Context: an optimization exercise on an open-source flow, tuned for small area, a short achievable clock period and few clock cycles per item. The choices shown serve that exercise and are no tape-out recipe. No run shown here included a check of the RTL's function; only the layout flow was run. No activity file was given, so power comes from the tool's default toggle rates.

[flow/design.v]
`default_nettype none
package fir_pkg;
	typedef logic signed [5-1:0] sample_t;  
	typedef logic signed [9-1:0] coef_t;    
	typedef logic signed [17-1:0] acc_t;      
	typedef enum logic [2:0] {
		PH_INIT,
		PH0,
		PH1,
		PH2,
		PH3,
		PH4
	} phase_t;
endpackage
`default_nettype wire
`default_nettype none
module fir_decimator_top
(
	input wire logic clk,
	input wire logic resetn,
	input wire logic in_valid,
	input wire fir_pkg::sample_t data_in,
	input wire logic out_credit,
	output logic in_credit,
	output logic out_valid,
	output fir_pkg::sample_t data_out
);
	logic [4:0] m1;              
	logic [6:0] m3;              
	logic [7:0] m5;              
	logic [4:0] selA, selB;
	logic [4:0] nph;             
	logic [2:0] phb;             
	logic [4:0] phb_dec;
	logic done1;                 
	logic pend;                  
	logic ov;
	logic [4:0] res;
	logic [4:0] res_nx;
	logic [1:0] ocred;           
	logic [2:0] owe;             
	logic [3:0] commit;          
	logic icr;
	logic [4:0] u;
	logic [1:0] ocred_nx;
	logic [1:0] ocred_s;
	logic [3:0] commit_s;
	logic icr_nx;
	logic send;
	logic pend_nx;
	assign phb_dec = 5'd1 << phb;
	assign u = {~data_in[4], data_in[3:0]};
	logic [13:0] r10;
	assign r10 = ({14{selA[0]}} & 14'({5'(m1), 4'd0}))
		| ({14{selA[1]}} & 14'({5'(m1), 4'd0}))
		| ({14{selA[2]}} & 14'({5'(~m1), 1'd0}))
		| ({14{selA[3]}} & 14'({5'(~m1), 3'd0}))
		| ({14{selA[4]}} & 14'(5'(m1)));
	logic [13:0] r11;
	assign r11 = ({14{selA[0]}} & 14'({5'(~m1), 1'd0}))
		| ({14{selA[1]}} & 14'(7'(~m3)))
		| ({14{selA[3]}} & 14'(5'(~m1)));
	logic [13:0] r20;
	assign r20 = ({14{selA[0]}} & 14'({7'(m3), 6'd0}))
		| ({14{selA[1]}} & 14'({7'(m3), 5'd0}))
		| ({14{selA[3]}} & 14'({8'(~m5), 3'd0}))
		| ({14{selA[4]}} & 14'({5'(~m1), 4'd0}));
	logic [13:0] r21;
	assign r21 = ({14{selA[0]}} & 14'(5'(m1)))
		| ({14{selA[1]}} & 14'(7'(m3)))
		| ({14{selA[2]}} & 14'(7'(~m3)))
		| ({14{selA[3]}} & 14'(5'(m1)))
		| ({14{selA[4]}} & 14'({5'(m1), 1'd0}));
	logic [13:0] r30;
	assign r30 = ({14{selB[0]}} & 14'({5'(~m1), 4'd0}))
		| ({14{selB[1]}} & 14'({8'(~m5), 3'd0}))
		| ({14{selB[3]}} & 14'({7'(m3), 5'd0}))
		| ({14{selB[4]}} & 14'({7'(m3), 6'd0}));
	logic [13:0] r31;
	assign r31 = ({14{selB[0]}} & 14'({5'(m1), 1'd0}))
		| ({14{selB[1]}} & 14'(5'(m1)))
		| ({14{selB[2]}} & 14'(7'(~m3)))
		| ({14{selB[3]}} & 14'(7'(m3)))
		| ({14{selB[4]}} & 14'(5'(m1)));
	logic [10:0] r40;
	assign r40 = ({11{selB[0]}} & 11'(5'(m1)))
		| ({11{selB[1]}} & 11'({5'(~m1), 3'd0}))
		| ({11{selB[2]}} & 11'({5'(~m1), 1'd0}))
		| ({11{selB[3]}} & 11'({5'(m1), 4'd0}))
		| ({11{selB[4]}} & 11'({5'(m1), 4'd0}));
	logic [10:0] r41;
	assign r41 = ({11{selB[1]}} & 11'(5'(~m1)))
		| ({11{selB[3]}} & 11'(7'(~m3)))
		| ({11{selB[4]}} & 11'({5'(~m1), 1'd0}));
	logic [13:0] acc1, a1, s1, c1, n1;
	logic [3:0] cr1, ca1, nc1;
	assign a1 = selA[0] ? acc2 : acc1;
	assign ca1 = selA[0] ? cr2 : cr1;
	assign s1 = a1 ^ r10 ^ r11;
	assign c1 = {(a1[12:0] & r10[12:0]) | (a1[12:0] & r11[12:0]) | (r10[12:0] & r11[12:0]), 1'b0};
	assign {nc1[0], n1[2:0]} = {1'b0, s1[2:0]} + {1'b0, c1[2:0]};
	assign {nc1[1], n1[5:3]} = {1'b0, s1[5:3]} + {1'b0, c1[5:3]} + 4'(ca1[0]);
	assign {nc1[2], n1[8:6]} = {1'b0, s1[8:6]} + {1'b0, c1[8:6]} + 4'(ca1[1]);
	assign {nc1[3], n1[11:9]} = {1'b0, s1[11:9]} + {1'b0, c1[11:9]} + 4'(ca1[2]);
	assign n1[13:12] = s1[13:12] + c1[13:12] + 2'(ca1[3]);
	logic [13:0] acc2, a2, s2, c2, n2;
	logic [3:0] cr2, ca2, nc2;
	assign a2 = selA[0] ? acc3 : acc2;
	assign ca2 = selA[0] ? cr3 : cr2;
	assign s2 = a2 ^ r20 ^ r21;
	assign c2 = {(a2[12:0] & r20[12:0]) | (a2[12:0] & r21[12:0]) | (r20[12:0] & r21[12:0]), 1'b0};
	assign {nc2[0], n2[2:0]} = {1'b0, s2[2:0]} + {1'b0, c2[2:0]};
	assign {nc2[1], n2[5:3]} = {1'b0, s2[5:3]} + {1'b0, c2[5:3]} + 4'(ca2[0]);
	assign {nc2[2], n2[8:6]} = {1'b0, s2[8:6]} + {1'b0, c2[8:6]} + 4'(ca2[1]);
	assign {nc2[3], n2[11:9]} = {1'b0, s2[11:9]} + {1'b0, c2[11:9]} + 4'(ca2[2]);
	assign n2[13:12] = s2[13:12] + c2[13:12] + 2'(ca2[3]);
	logic [13:0] acc3, a3, s3, c3, n3;
	logic [3:0] cr3, ca3, nc3;
	assign a3 = selB[0] ? 14'(acc4) : acc3;
	assign ca3 = selB[0] ? 4'(cr4) : cr3;
	assign s3 = a3 ^ r30 ^ r31;
	assign c3 = {(a3[12:0] & r30[12:0]) | (a3[12:0] & r31[12:0]) | (r30[12:0] & r31[12:0]), 1'b0};
	assign {nc3[0], n3[2:0]} = {1'b0, s3[2:0]} + {1'b0, c3[2:0]};
	assign {nc3[1], n3[5:3]} = {1'b0, s3[5:3]} + {1'b0, c3[5:3]} + 4'(ca3[0]);
	assign {nc3[2], n3[8:6]} = {1'b0, s3[8:6]} + {1'b0, c3[8:6]} + 4'(ca3[1]);
	assign {nc3[3], n3[11:9]} = {1'b0, s3[11:9]} + {1'b0, c3[11:9]} + 4'(ca3[2]);
	assign n3[13:12] = s3[13:12] + c3[13:12] + 2'(ca3[3]);
	logic [10:0] acc4, a4, s4, c4, n4;
	logic [2:0] cr4, ca4, nc4;
	assign a4 = selB[0] ? 11'd366 : acc4;
	assign ca4 = selB[0] ? 3'd0 : cr4;
	assign s4 = a4 ^ r40 ^ r41;
	assign c4 = {(a4[9:0] & r40[9:0]) | (a4[9:0] & r41[9:0]) | (r40[9:0] & r41[9:0]), 1'b0};
	assign {nc4[0], n4[2:0]} = {1'b0, s4[2:0]} + {1'b0, c4[2:0]};
	assign {nc4[1], n4[5:3]} = {1'b0, s4[5:3]} + {1'b0, c4[5:3]} + 4'(ca4[0]);
	assign {nc4[2], n4[8:6]} = {1'b0, s4[8:6]} + {1'b0, c4[8:6]} + 4'(ca4[1]);
	assign n4[10:9] = s4[10:9] + c4[10:9] + 2'(ca4[2]);
	assign res_nx = 5'((acc1 + (14'(cr1[0]) << 3) + (14'(cr1[1]) << 6) + (14'(cr1[2]) << 9) + (14'(cr1[3]) << 12)) >> 9) + 5'd3;
	always_ff @(posedge clk)
	begin
		acc1 <= n1;
		cr1 <= nc1;
	end
	always_ff @(posedge clk, negedge resetn)
	begin
		if (!resetn)
		begin
			acc2 <= 14'd14046;
			cr2 <= '0;
			acc3 <= 14'd7607;
			cr3 <= '0;
			acc4 <= 11'd1168;
			cr4 <= '0;
		end
		else
		begin
			acc2 <= n2;
			cr2 <= nc2;
			acc3 <= n3;
			cr3 <= nc3;
			acc4 <= n4;
			cr4 <= nc4;
		end
	end
	assign out_valid = ov;
	assign data_out = res;
	assign in_credit = icr;
	assign send = ov;
	assign ocred_nx = ocred - {1'b0, send} + {1'b0, out_credit};
	assign ocred_s = ocred - {1'b0, send};
	assign commit_s = commit - (send ? 4'd5 : 4'd0);
	assign icr_nx = (owe != 3'd0) && ((commit_s <= 4'd8) || ((ocred_s != 2'd0) && (commit_s <= 4'd13)));
	assign pend_nx = done1 || (pend && !send);
	always_ff @(posedge clk)
	begin
		m1 <= u;
		m3 <= {2'b0, u} + {1'b0, u, 1'b0};
		m5 <= {3'b0, u} + {1'b0, u, 2'b0};
		if (done1)
			res <= res_nx;
	end
	always_ff @(posedge clk, negedge resetn)
	begin
		if (!resetn)
		begin
			nph <= 5'd1;
			selA <= 5'd0;
			selB <= 5'd0;
			phb <= 3'd0;
			done1 <= 1'b0;
			pend <= 1'b0;
			ov <= 1'b0;
			ocred <= 2'd2;
			owe <= 3'd0;
			commit <= 4'd4;
			icr <= 1'b0;
		end
		else
		begin
			selA <= in_valid ? nph : 5'd0;
			selB <= in_valid ? phb_dec : 5'd0;
			if (in_valid)
			begin
				nph <= {nph[3:0], nph[4]};
				phb <= (phb == 3'd4) ? 3'd0 : phb + 3'd1;
			end
			done1 <= selA[4];
			pend <= pend_nx;
			ov <= pend_nx && (ocred_s != 2'd0);
			ocred <= ocred_nx;
			owe <= owe + {2'b0, in_valid} - {2'b0, icr_nx};
			commit <= commit_s + {3'b0, icr_nx};
			icr <= icr_nx;
		end
	end
endmodule
`default_nettype wire
[flow/run.sh]
#!/bin/bash
# synth_recipe.tcl (not shown) runs the flow's synth.tcl, then flattens the netlist and writes it again
# the make line also repeats each setting of config.mk as NAME=value (left out here)
make -C /OpenROAD-flow-scripts/flow DESIGN_CONFIG=/design/flow/config.mk WORK_HOME=/design/flow/orfs CLKGATE_MAP_FILE= SYNTH_SCRIPT=/design/flow/synth_recipe.tcl finish
[flow/config.mk]
export PLATFORM = sky130hd
export DESIGN_NAME = fir_decimator_top
export DESIGN_NICKNAME = fir_decimator_top
export VERILOG_FILES = /design/flow/design.v
export SDC_FILE = /design/flow/constraint.sdc
export NUM_CORES = 4
export LEC_CHECK = 0
export CAP_MARGIN = 20
export CORE_MARGIN = 2
export CORE_UTILIZATION = 40
export SETUP_SLACK_MARGIN = 3.9
export SLEW_MARGIN = 20
[flow/constraint.sdc]
create_clock -name core_clock -period 6.5 [get_ports {clk}]
set_input_delay 1.3000 -clock core_clock [delete_from_list [all_inputs] [get_ports {clk}]]
set_output_delay 1.3000 -clock core_clock [all_outputs]
set_load 0.01 [all_outputs]
==> summary.log, run 1 <==
INFO  clocking       cts-htree-levels=4
INFO  routing        drt_pre_antenna_iters=5
INFO  place          hpwl=12,000um
INFO  pwr            power_density=365nW/um2
INFO  synth          synth-warning-count=1
INFO  clocking       cts_tree=yes
INFO  global_routing grt_first_pass_wirelength=27,800um
INFO  pwr            switching_share=0.328
INFO  routing        drt_iter0_markers=541
INFO  die            num_io_pins=16
INFO  critical_path  worstSetupEndpointType=flip-flop
INFO  global_routing grt_antenna_before_repair=0
INFO  clocking       tritoncts.num_buffers=17
INFO  finish         synthToLayoutAreaGrowth=20.6%
INFO  routing        via_count=5,264
INFO  pwr            power.sequential.fraction=0.332
INFO  clocking       cts.sinks=121
INFO  sta            tightest_slew=0.752ns
INFO  critical_path  critPathRequiredTime=6.81ns
INFO  synth          cells_taking_the_most_area_after_synthesis=sky130_fd_sc_hd__dfrtp_1 18%, sky130_fd_sc_hd__fa_1 14%, sky130_fd_sc_hd__ha_1 12%, sky130_fd_sc_hd__dfxtp_1 9.1%, sky130_fd_sc_hd__dfstp_2 8.9%
INFO  synth          share_of_flip_flops_with_an_asynchronous_set_or_reset_after_synthesis=0.669
INFO  pwr            p_switching=0.00110W
INFO  synth          seq_area_frac_synth=0.380
INFO  routing        antenna_violating_nets_post_route=0
INFO  sta            worst_clock_skew=0.00717ns
INFO  synth          postSynthAreaPerCell=11.0um2
INFO  die            cell_row_count=50
INFO  run_status     status=no timing/DRC/antenna violations
INFO  synth          synth_nets=829
INFO  finish         drive_gt1_frac=0.279
INFO  routing        detail_route.vias_per_cell=5.37
INFO  synth          synth_top_cell_area_share=0.180
INFO  die            die_h=142um
INFO  place          gp_routability_congestion=0.899
INFO  sta            sum_neg_setup_slack=0ns
INFO  pwr            internal_power=0.00226W
INFO  sta            grt_setup_unrepaired=true
INFO  die            start_util=0.408
INFO  sta            max_freq=0.378GHz
INFO  die            chipWidth=142um
INFO  finish         postLayoutCoreUtil=0.492
INFO  sta            ratio_of_final_minimum_period_to_clock_period=0.407
INFO  critical_path  setup.worst_path.start_class=flip-flop
INFO  global_routing grt_start_max_net_pins=82
INFO  clocking       root_buffer=sky130_fd_sc_hd__clkbuf_16
INFO  clocking       clock_insertion_delay_worst_skew=0.43ns
INFO  pwr            power.share.clock=0.320
INFO  run            drv_cap=0
INFO  place          input_output_buffers=15
INFO  synth          synth_seq_cells=121
INFO  clocking       clk_path_buf_depth=2
INFO  pwr            power_leakage=4.54nW
INFO  sta            max_slew_violation_count=0
INFO  clocking       clk_pin_slew=0.06ns
INFO  pwr            share_comb_of_total_power=0.348
INFO  sta            setup-violations-final=0
INFO  die            die-area=20,300um2
INFO  critical_path  crit_type=reg2reg
INFO  pwr            vdd_ir_drop_max=176uV
INFO  finish         final_nets=868
INFO  synth          synthesis.area=7660um2
INFO  sta            slew_headroom=0.499
INFO  synth          number_of_enable_type_register_cells_in_the_synthesized_netlist=5
INFO  routing        wl_per_cell=17.7um
INFO  synth          synthesis.instances=694
INFO  finish         antenna_cells=0
INFO  critical_path  cp_max_fo=4
INFO  clocking       ctsHoldBuffers=0
INFO  routing        drc=0
INFO  synth          yosys_most_used_dff=sky130_fd_sc_hd__dfrtp_1
INFO  die            core_area=18,800um2
INFO  global_routing grt_util_all_layers=0.179
INFO  critical_path  worst_ep_arrival_time=2.96ns
INFO  routing        post_detailed_routing_wire_length=17,300um
INFO  worst_hold_path hold_class=reg2reg
INFO  global_routing globalRoute.totalOverflow=0
INFO  synth          synth.largest_area_cell=sky130_fd_sc_hd__dfrtp_1
INFO  synth          yosysUniqueCellTypes=52
INFO  sta            final.min_clock_period=2.65ns
INFO  global_routing grt_pass1_vias=5,368
INFO  sta            timing_hold_violations_final=0
-- cell type report --
type / instances / area [um2]
flip-flops and latches: 121 / 2940
multi-input cells: 447 / 4440
repair buffers: 51 / 519
clock inverters: 15 / 245
inverters: 95 / 368
well taps: 234 / 293
fillers: 1677 / 9530
clock buffers: 17 / 425
-- flip-flops by register name (all words and copies together), names as in the netlist, 4 cells and up --
signal	count
selA	5
cr3	4
selB	5
cr2	4
m3	6
nph	5
m5	8
acc1	14
acc4	11
res	5
acc3	14
commit	4
acc2	14
cr1	4
-- cells in the mapped netlist, drive strengths merged, types with 3 or more instances --
library cell / count
a21o: 21
mux2: 45
dfrtp: 55
or2: 3
a221o: 3
a211oi: 3
inv: 93
xor2: 12
nand2: 41
fa: 52
nor2: 19
mux2i: 11
buf: 7
dfxtp: 35
a21boi: 3
clkbuf: 24
nand3: 4
dfstp: 26
nand4: 3
a221oi: 4
o2111ai: 9
o211ai: 6
edfxtp: 5
a22oi: 5
o21ai: 39
and2: 13
nor2b: 12
a21oi: 9
o221ai: 7
xnor2: 25
nand2b: 4
o22ai: 5
ha: 74
-- routing by layer --
| layer | track usage | wire length, um |
|---|---|---|
| met5 | 0 | 0 |
| met1 | 0.228 | 7380 |
| met2 | 0.300 | 8660 |
| met3 | 0.0410 | 834 |
| met4 | 0.0677 | 416 |
-- power groups by stage --
stage	sequential (W)	clock, W	combinational (W)
6_report	0.00112	0.00108	0.00117
2_1_floorplan	0.00103	0	0.000819
5_1_grt	0.00113	0.00114	0.00135
3_5_place_dp	0.00111	0	0.00101
3_3_place_gp	0.00111	0	0.000946
4_1_cts	0.00111	0.00110	0.00109
-- worst max-delay path, stage by stage (launching register included) --
cell                       delay, ns
sky130_fd_sc_hd__dfrtp_2        0.46
sky130_fd_sc_hd__ha_4           0.19
sky130_fd_sc_hd__ha_4           0.21
sky130_fd_sc_hd__inv_2          0.05
sky130_fd_sc_hd__o211ai_1       0.10
sky130_fd_sc_hd__a221oi_2       0.30
sky130_fd_sc_hd__nor2_2         0.07
sky130_fd_sc_hd__ha_1           0.27
sky130_fd_sc_hd__inv_1          0.06
sky130_fd_sc_hd__ha_2           0.16
sky130_fd_sc_hd__inv_2          0.04
sky130_fd_sc_hd__fa_2           0.35
sky130_fd_sc_hd__xnor2_2        0.15
sky130_fd_sc_hd__xnor2_1        0.12
-- path summary, 6_finish.rpt --
path | start | end | slack [ns] | cells after the start
max | ov$_DFF_PN0_ | owe[2]$_DFF_PN0_ | 3.85 | 13
min | pend$_DFF_PN0_ | pend$_DFF_PN0_ | 0.49 | 1
max reg2reg | ov$_DFF_PN0_ | owe[2]$_DFF_PN0_ | 3.85 | 13
min reg2reg | pend$_DFF_PN0_ | pend$_DFF_PN0_ | 0.49 | 1
max in group asynchronous | resetn | selA[0]$_DFF_PN0_ | 5.01 | 1
min in group asynchronous | resetn | phb[0]$_DFFE_PN0P_ | 0.90 | 1
-- cells by family after synthesis --
logic type      synth area share
compound gates             0.109
xor+xnor                  0.0423
fa+ha+maj                  0.258
buf+inv                   0.0627
flops                      0.380
mux                       0.0805
simple gates              0.0678
-- placed cells by master (no fill, tap or decap), types with 12 or more instances in the layout --
master,n
sky130_fd_sc_hd__a21o_1,21
sky130_fd_sc_hd__and2_1,13
sky130_fd_sc_hd__buf_4,29
sky130_fd_sc_hd__clkbuf_16,19
sky130_fd_sc_hd__dfrtp_1,45
sky130_fd_sc_hd__dfstp_2,26
sky130_fd_sc_hd__dfxtp_1,28
sky130_fd_sc_hd__fa_1,40
sky130_fd_sc_hd__fa_2,12
sky130_fd_sc_hd__ha_1,68
sky130_fd_sc_hd__inv_1,82
sky130_fd_sc_hd__mux2_2,45
sky130_fd_sc_hd__nand2_1,40
sky130_fd_sc_hd__nor2_1,18
sky130_fd_sc_hd__nor2b_1,12
sky130_fd_sc_hd__o21ai_0,35
sky130_fd_sc_hd__xnor2_1,22
-- what timing repair did --
action / CTS / global route
gates cloned: 1 / 2
setup endpoints to repair: 36 / 23
buffers inserted: 11 / 20
pin swaps: 6 / 12
gates resized for setup: 43 / 44
-- metrics by stage --
step	std cells	instance area, um2	setup slack (ns)	hold WS, ns	total power, W
detailed placement	914	8010	3.30	0.468	0.00213
CTS	958	8910	3.87	0.487	0.00330
finish	980	9240	3.85	0.489	0.00337
floorplan	694	7680	3.91	0.443	0.00185
global route	980	9240	3.72	0.527	0.00362
global placement	914	8010	3.35	0.459	0.00205
==> run 2, diff against run 1 <==
--- a/flow/design.v
+++ b/flow/design.v
@@ -93,49 +93,42 @@
 		| ({11{selB[3]}} & 11'(7'(~m3)))
 		| ({11{selB[4]}} & 11'({5'(~m1), 1'd0}));
 	logic [13:0] acc1, a1, s1, c1, n1;
-	logic [3:0] cr1, ca1, nc1;
+	logic [1:0] cr1, ca1, nc1;
 	assign a1 = selA[0] ? acc2 : acc1;
 	assign ca1 = selA[0] ? cr2 : cr1;
 	assign s1 = a1 ^ r10 ^ r11;
 	assign c1 = {(a1[12:0] & r10[12:0]) | (a1[12:0] & r11[12:0]) | (r10[12:0] & r11[12:0]), 1'b0};
-	assign {nc1[0], n1[2:0]} = {1'b0, s1[2:0]} + {1'b0, c1[2:0]};
-	assign {nc1[1], n1[5:3]} = {1'b0, s1[5:3]} + {1'b0, c1[5:3]} + 4'(ca1[0]);
-	assign {nc1[2], n1[8:6]} = {1'b0, s1[8:6]} + {1'b0, c1[8:6]} + 4'(ca1[1]);
-	assign {nc1[3], n1[11:9]} = {1'b0, s1[11:9]} + {1'b0, c1[11:9]} + 4'(ca1[2]);
-	assign n1[13:12] = s1[13:12] + c1[13:12] + 2'(ca1[3]);
+	assign {nc1[0], n1[4:0]} = {1'b0, s1[4:0]} + {1'b0, c1[4:0]};
+	assign {nc1[1], n1[8:5]} = {1'b0, s1[8:5]} + {1'b0, c1[8:5]} + 5'(ca1[0]);
+	assign n1[13:9] = s1[13:9] + c1[13:9] + 5'(ca1[1]);
 	logic [13:0] acc2, a2, s2, c2, n2;
-	logic [3:0] cr2, ca2, nc2;
+	logic [1:0] cr2, ca2, nc2;
 	assign a2 = selA[0] ? acc3 : acc2;
 	assign ca2 = selA[0] ? cr3 : cr2;
 	assign s2 = a2 ^ r20 ^ r21;
 	assign c2 = {(a2[12:0] & r20[12:0]) | (a2[12:0] & r21[12:0]) | (r20[12:0] & r21[12:0]), 1'b0};
-	assign {nc2[0], n2[2:0]} = {1'b0, s2[2:0]} + {1'b0, c2[2:0]};
-	assign {nc2[1], n2[5:3]} = {1'b0, s2[5:3]} + {1'b0, c2[5:3]} + 4'(ca2[0]);
-	assign {nc2[2], n2[8:6]} = {1'b0, s2[8:6]} + {1'b0, c2[8:6]} + 4'(ca2[1]);
-	assign {nc2[3], n2[11:9]} = {1'b0, s2[11:9]} + {1'b0, c2[11:9]} + 4'(ca2[2]);
-	assign n2[13:12] = s2[13:12] + c2[13:12] + 2'(ca2[3]);
+	assign {nc2[0], n2[4:0]} = {1'b0, s2[4:0]} + {1'b0, c2[4:0]};
+	assign {nc2[1], n2[8:5]} = {1'b0, s2[8:5]} + {1'b0, c2[8:5]} + 5'(ca2[0]);
+	assign n2[13:9] = s2[13:9] + c2[13:9] + 5'(ca2[1]);
 	logic [13:0] acc3, a3, s3, c3, n3;
-	logic [3:0] cr3, ca3, nc3;
+	logic [1:0] cr3, ca3, nc3;
 	assign a3 = selB[0] ? 14'(acc4) : acc3;
-	assign ca3 = selB[0] ? 4'(cr4) : cr3;
+	assign ca3 = selB[0] ? 2'(cr4) : cr3;
 	assign s3 = a3 ^ r30 ^ r31;
 	assign c3 = {(a3[12:0] & r30[12:0]) | (a3[12:0] & r31[12:0]) | (r30[12:0] & r31[12:0]), 1'b0};
-	assign {nc3[0], n3[2:0]} = {1'b0, s3[2:0]} + {1'b0, c3[2:0]};
-	assign {nc3[1], n3[5:3]} = {1'b0, s3[5:3]} + {1'b0, c3[5:3]} + 4'(ca3[0]);
-	assign {nc3[2], n3[8:6]} = {1'b0, s3[8:6]} + {1'b0, c3[8:6]} + 4'(ca3[1]);
-	assign {nc3[3], n3[11:9]} = {1'b0, s3[11:9]} + {1'b0, c3[11:9]} + 4'(ca3[2]);
-	assign n3[13:12] = s3[13:12] + c3[13:12] + 2'(ca3[3]);
+	assign {nc3[0], n3[4:0]} = {1'b0, s3[4:0]} + {1'b0, c3[4:0]};
+	assign {nc3[1], n3[8:5]} = {1'b0, s3[8:5]} + {1'b0, c3[8:5]} + 5'(ca3[0]);
+	assign n3[13:9] = s3[13:9] + c3[13:9] + 5'(ca3[1]);
 	logic [10:0] acc4, a4, s4, c4, n4;
-	logic [2:0] cr4, ca4, nc4;
+	logic [1:0] cr4, ca4, nc4;
 	assign a4 = selB[0] ? 11'd366 : acc4;
-	assign ca4 = selB[0] ? 3'd0 : cr4;
+	assign ca4 = selB[0] ? 2'd0 : cr4;
 	assign s4 = a4 ^ r40 ^ r41;
 	assign c4 = {(a4[9:0] & r40[9:0]) | (a4[9:0] & r41[9:0]) | (r40[9:0] & r41[9:0]), 1'b0};
-	assign {nc4[0], n4[2:0]} = {1'b0, s4[2:0]} + {1'b0, c4[2:0]};
-	assign {nc4[1], n4[5:3]} = {1'b0, s4[5:3]} + {1'b0, c4[5:3]} + 4'(ca4[0]);
-	assign {nc4[2], n4[8:6]} = {1'b0, s4[8:6]} + {1'b0, c4[8:6]} + 4'(ca4[1]);
-	assign n4[10:9] = s4[10:9] + c4[10:9] + 2'(ca4[2]);
-	assign res_nx = 5'((acc1 + (14'(cr1[0]) << 3) + (14'(cr1[1]) << 6) + (14'(cr1[2]) << 9) + (14'(cr1[3]) << 12)) >> 9) + 5'd3;
+	assign {nc4[0], n4[4:0]} = {1'b0, s4[4:0]} + {1'b0, c4[4:0]};
+	assign {nc4[1], n4[8:5]} = {1'b0, s4[8:5]} + {1'b0, c4[8:5]} + 5'(ca4[0]);
+	assign n4[10:9] = s4[10:9] + c4[10:9] + 2'(ca4[1]);
+	assign res_nx = 5'((acc1 + (14'(cr1[0]) << 5) + (14'(cr1[1]) << 9)) >> 9) + 5'd3;
 	always_ff @(posedge clk)
 	begin
 		acc1 <= n1;
==> summary.log, run 2 <==
INFO  run_status     status=no timing/DRC/antenna violations
INFO  run            drv_cap=0 [unchanged]
INFO  finish         layout_commonest_cell=sky130_fd_sc_hd__inv_1
INFO  die            die-area=19,800um2 [-2.2%]
INFO  die            num_io_pins=16 [unchanged]
INFO  pwr            power_density=365nW/um2 [+0.14%]
INFO  worst_hold_path worst_hold_path_cell_count=1 [unchanged]
INFO  die            core_area=18,500um2 [-1.3%]
INFO  synth          yosysUniqueCellTypes=53 [+1.9%]
INFO  global_routing grt_pass1_vias=5,493 [+2.3%]
INFO  finish         seq_area=2780um2 [-5.6%]
INFO  critical_path  setup.worst_path.start_class=flip-flop
INFO  global_routing globalRoute.totalOverflow=0 [unchanged]
INFO  sta            ratio_of_final_minimum_period_to_clock_period=0.403 [-0.00420]
INFO  clocking       clock_insertion_delay_worst_skew=0.43ns [about the same]
INFO  sta            grt_setup_unrepaired=true
INFO  place          place.detailed.instances=910 [-0.44%]
INFO  clocking       root_buffer=sky130_fd_sc_hd__clkbuf_16
INFO  finish         antenna_cells=0 [unchanged]
INFO  synth          yosys_most_used_dff=sky130_fd_sc_hd__dfrtp_1
INFO  sta            slew_headroom=0.343 [-0.156]
INFO  finish         final_nets=875 [+0.81%]
INFO  pwr            power_leakage=4.50nW [-0.86%]
INFO  synth          number_of_enable_type_register_cells_in_the_synthesized_netlist=5 [unchanged]
INFO  sta            tightest_slew=0.985ns [+0.233 ns]
INFO  place          hpwl=11,700um [-2.2%]
INFO  global_routing grt_antenna_before_repair=0 [unchanged]
INFO  worst_hold_path hold_class=reg2reg
INFO  synth          postSynthAreaPerCell=10.9um2 [-1.4%]
INFO  die            die_h=141um [-1.1%]
INFO  finish         synthToLayoutAreaGrowth=23.6%
INFO  synth          synthesis.instances=688 [-0.86%]
INFO  clocking       ctsHoldBuffers=0 [unchanged]
INFO  sta            max_freq=0.382GHz [+1.0%]
INFO  synth          synth_top_cell_area_share=0.167 [-0.0126]
INFO  routing        antenna_violating_nets_post_route=0 [unchanged]
INFO  sta            worst_clock_skew=0.0118ns [+0.00460 ns]
INFO  synth          seq_area_frac_synth=0.367 [-0.0133]
INFO  synth          yosys-top-cells-count=82 x sky130_fd_sc_hd__ha_1, 82 x sky130_fd_sc_hd__inv_1, 50 x sky130_fd_sc_hd__dfrtp_1
INFO  place          gp_routability_congestion=0.898 [-0.11%]
INFO  die            start_util=0.404 [-0.00381]
INFO  sta            setup-violations-final=0 [unchanged]
INFO  clocking       tritoncts.num_buffers=17 [unchanged]
INFO  synth          share_of_flip_flops_with_an_asynchronous_set_or_reset_after_synthesis=0.667 [-0.00275]
INFO  finish         post_layout_nonfiller_instances=989 [+0.92%]
INFO  synth          synth.largest_area_cell=sky130_fd_sc_hd__dfrtp_1
INFO  synth          synth-warning-count=1 [unchanged]
INFO  routing        drc=0 [unchanged]
INFO  sta            max_slew_violation_count=0 [unchanged]
INFO  critical_path  worstSetupEndpointType=flip-flop
INFO  place          input_output_buffers=15 [unchanged]
INFO  finish         reg_top3=acc1 x14, acc2 x14, acc3 x14
INFO  routing        detail_route.vias_per_cell=5.41 [+0.63%]
INFO  global_routing grt_util_all_layers=0.180 [+0.000477]
INFO  clocking       cts-htree-levels=4 [unchanged]
INFO  global_routing grt_start_max_net_pins=77 [-6.1%]
INFO  global_routing grt_first_pass_wirelength=27,900um [+0.32%]
INFO  clocking       clk_pin_slew=0.05ns [about the same]
INFO  sta            timing_hold_violations_final=0 [unchanged]
INFO  finish         multi_input_area=4590um2 [+3.4%]
INFO  clocking       cts_tree=yes
INFO  critical_path  cp_max_fo=4 [unchanged]
INFO  sta            final.min_clock_period=2.62ns [-0.0273 ns]
INFO  synth          synthesis.area=7490um2 [-2.3%]
INFO  clocking       clk_path_buf_depth=2 [unchanged]
INFO  die            chipWidth=141um [-1.1%]
INFO  synth          synth_seq_cells=114 [-5.8%]
INFO  critical_path  critPathRequiredTime=6.82ns [about the same]
INFO  critical_path  r2r_cells=8 [-5]
INFO  routing        drt_iter0_markers=606 [+12%]
INFO  synth          cells_taking_the_most_area_after_synthesis=sky130_fd_sc_hd__dfrtp_1 17%, sky130_fd_sc_hd__ha_1 14%, sky130_fd_sc_hd__fa_1 11%, sky130_fd_sc_hd__dfstp_2 9.1%, sky130_fd_sc_hd__dfxtp_1 8.8%
INFO  critical_path  worst_ep_arrival_time=2.94ns [-0.02 ns]
INFO  finish         drive_gt1_frac=0.307 [+0.0285]
INFO  routing        via_count=5,346 [+1.6%]
INFO  finish         layout_common_cells=74 x sky130_fd_sc_hd__inv_1, 73 x sky130_fd_sc_hd__ha_1, 40 x sky130_fd_sc_hd__dfrtp_1, 39 x sky130_fd_sc_hd__mux2_2, 36 x sky130_fd_sc_hd__buf_4
INFO  clocking       cts.sinks=114 [-5.8%]
INFO  synth          synth_nets=821 [-0.97%]
INFO  critical_path  crit_type=reg2reg
INFO  sta            sum_neg_setup_slack=0ns [unchanged]
INFO  routing        post_detailed_routing_wire_length=17,200um [-0.34%]
INFO  finish         filler_cell_count=1,586 [-5.4%]
INFO  die            cell_row_count=50 [unchanged]
INFO  pwr            vdd_ir_drop_max=201uV [+14%]
INFO  routing        wl_per_cell=17.4um [-1.2%]
INFO  routing        drt_pre_antenna_iters=8 [+3]
run 2: kinds of logic after synthesis:
family / synth area share
DFF: 0.367
buffers and inverters: 0.0605
xor gates and xnor gates: 0.0550
muxes: 0.0762
adders and majority gates: 0.249
and+or+nand+nor: 0.0667
AOI/OAI and AO/OA: 0.126
run 2: critical path, cell delays in order, from the launching register on:
cell	delay, ns
sky130_fd_sc_hd__dfrtp_4	0.52
sky130_fd_sc_hd__inv_4	0.09
sky130_fd_sc_hd__nand2_4	0.04
sky130_fd_sc_hd__a221o_1	0.31
sky130_fd_sc_hd__fa_1	0.50
sky130_fd_sc_hd__fa_2	0.38
sky130_fd_sc_hd__fa_2	0.36
sky130_fd_sc_hd__a21o_1	0.16
sky130_fd_sc_hd__a21o_1	0.14
run 2: layer usage:
layer	track usage	vias to the layer above	share of wire
met5	0	-	0
met4	0.0784	0	0.030
met3	0.0319	50	0.049
met2	0.299	203	0.49
met1	0.231	2620	0.43
li1	-	2473	-
run 2: worst paths after layout:
path | end | startpoint | slack [ns]
setup / recovery | cr1[1]$_DFF_P_ | selA[0]$_DFF_PN0_ | 3.88
hold / removal | pend$_DFF_PN0_ | pend$_DFF_PN0_ | 0.47
min in group asynchronous | phb[2]$_DFFE_PN0P_ | resetn | 1.04
hold reg to reg | pend$_DFF_PN0_ | pend$_DFF_PN0_ | 0.47
max in group asynchronous | selA[0]$_DFF_PN0_ | resetn | 4.72
setup reg to reg | cr1[1]$_DFF_P_ | selA[0]$_DFF_PN0_ | 3.88
run 2: what timing repair did:
action | CTS | global route
cloned | 0 | 2
endpoints found under the setup margin | 39 | 30
pin swaps | 14 | 32
gates resized for setup | 57 | 67
buffers inserted | 28 | 17
run 2: layout make-up:
class / count / area share
multi-input cells: 459 / 0.496
flip-flops and latches: 114 / 0.300
repair buffers: 63 / 0.0684
clock buffers: 20 / 0.0483
inverters: 87 / 0.0381
well taps: 234 / 0.0316
clock inverters: 12 / 0.0172
run 2: power by group:
group / leakage [nW] / switching, W / total, W / internal (W)
clock: 0.291 / 0.000337 / 0.000950 / 0.000613
combinational: 3.00 / 0.000685 / 0.00138 / 0.000695
sequential: 1.22 / 0.000133 / 0.00105 / 0.000917
total: 4.50 / 0.00115 / 0.00338 / 0.00223
run 2: metrics by stage:
| step | hold WS, ns | util | total power (W) | instance area, um2 | worst slack, ns |
|---|---|---|---|---|---|
| after floorplan | 0.352 | - | 0.00189 | 7540 | 3.84 |
| after global placement | 0.458 | 0.423 | 0.00210 | 7840 | 3.34 |
| after detailed placement | 0.471 | 0.423 | 0.00217 | 7840 | 3.28 |
| after CTS | 0.479 | 0.476 | 0.00322 | 8820 | 3.78 |
| after global routing | 0.500 | 0.500 | 0.00364 | 9260 | 3.81 |
| final | 0.475 | 0.500 | 0.00338 | 9260 | 3.88 |

[port drivers added, routing unchanged]
The results above use ideal ports. As a check the final layouts listed here were re-extracted and re-timed, cells and wires unchanged. Step 1 (the two cells are an assumption about what drives the block):
set clk [get_ports {clk}]
set_driving_cell -lib_cell sky130_fd_sc_hd__clkbuf_16 $clk
set_driving_cell -lib_cell sky130_fd_sc_hd__buf_2 [delete_from_list [all_inputs] $clk]
Step 2 adds t to the input delays and takes it off the output delays; t is the mean of the earliest and latest rising clock arrival at the registers after step 1. Input paths then give back, and output paths get back, about the clock's delay inside the block. Three values: ideal, step 1, step 2; two values: the first two.
| run | shift t [ns] | setup slack, ns | worst setup path at the end | clock arrival spread, ns | slew at the worst register clock pin (ns) |
|---|---|---|---|---|---|
| run 1 | 0.465 | 3.853 / 3.853 / 3.522 | input to register | 0.008 / 0.007 | 0.06 / 0.06 |
| run 2 | 0.464 | 3.880 / 3.880 / 3.607 | input to register | 0.014 / 0.014 | 0.06 / 0.06 |
After both steps every run listed still meets setup and hold. For run 1, which loses most, drivers alone change the setup slack by 0.000 ns; drivers and shift together by -0.331 ns.
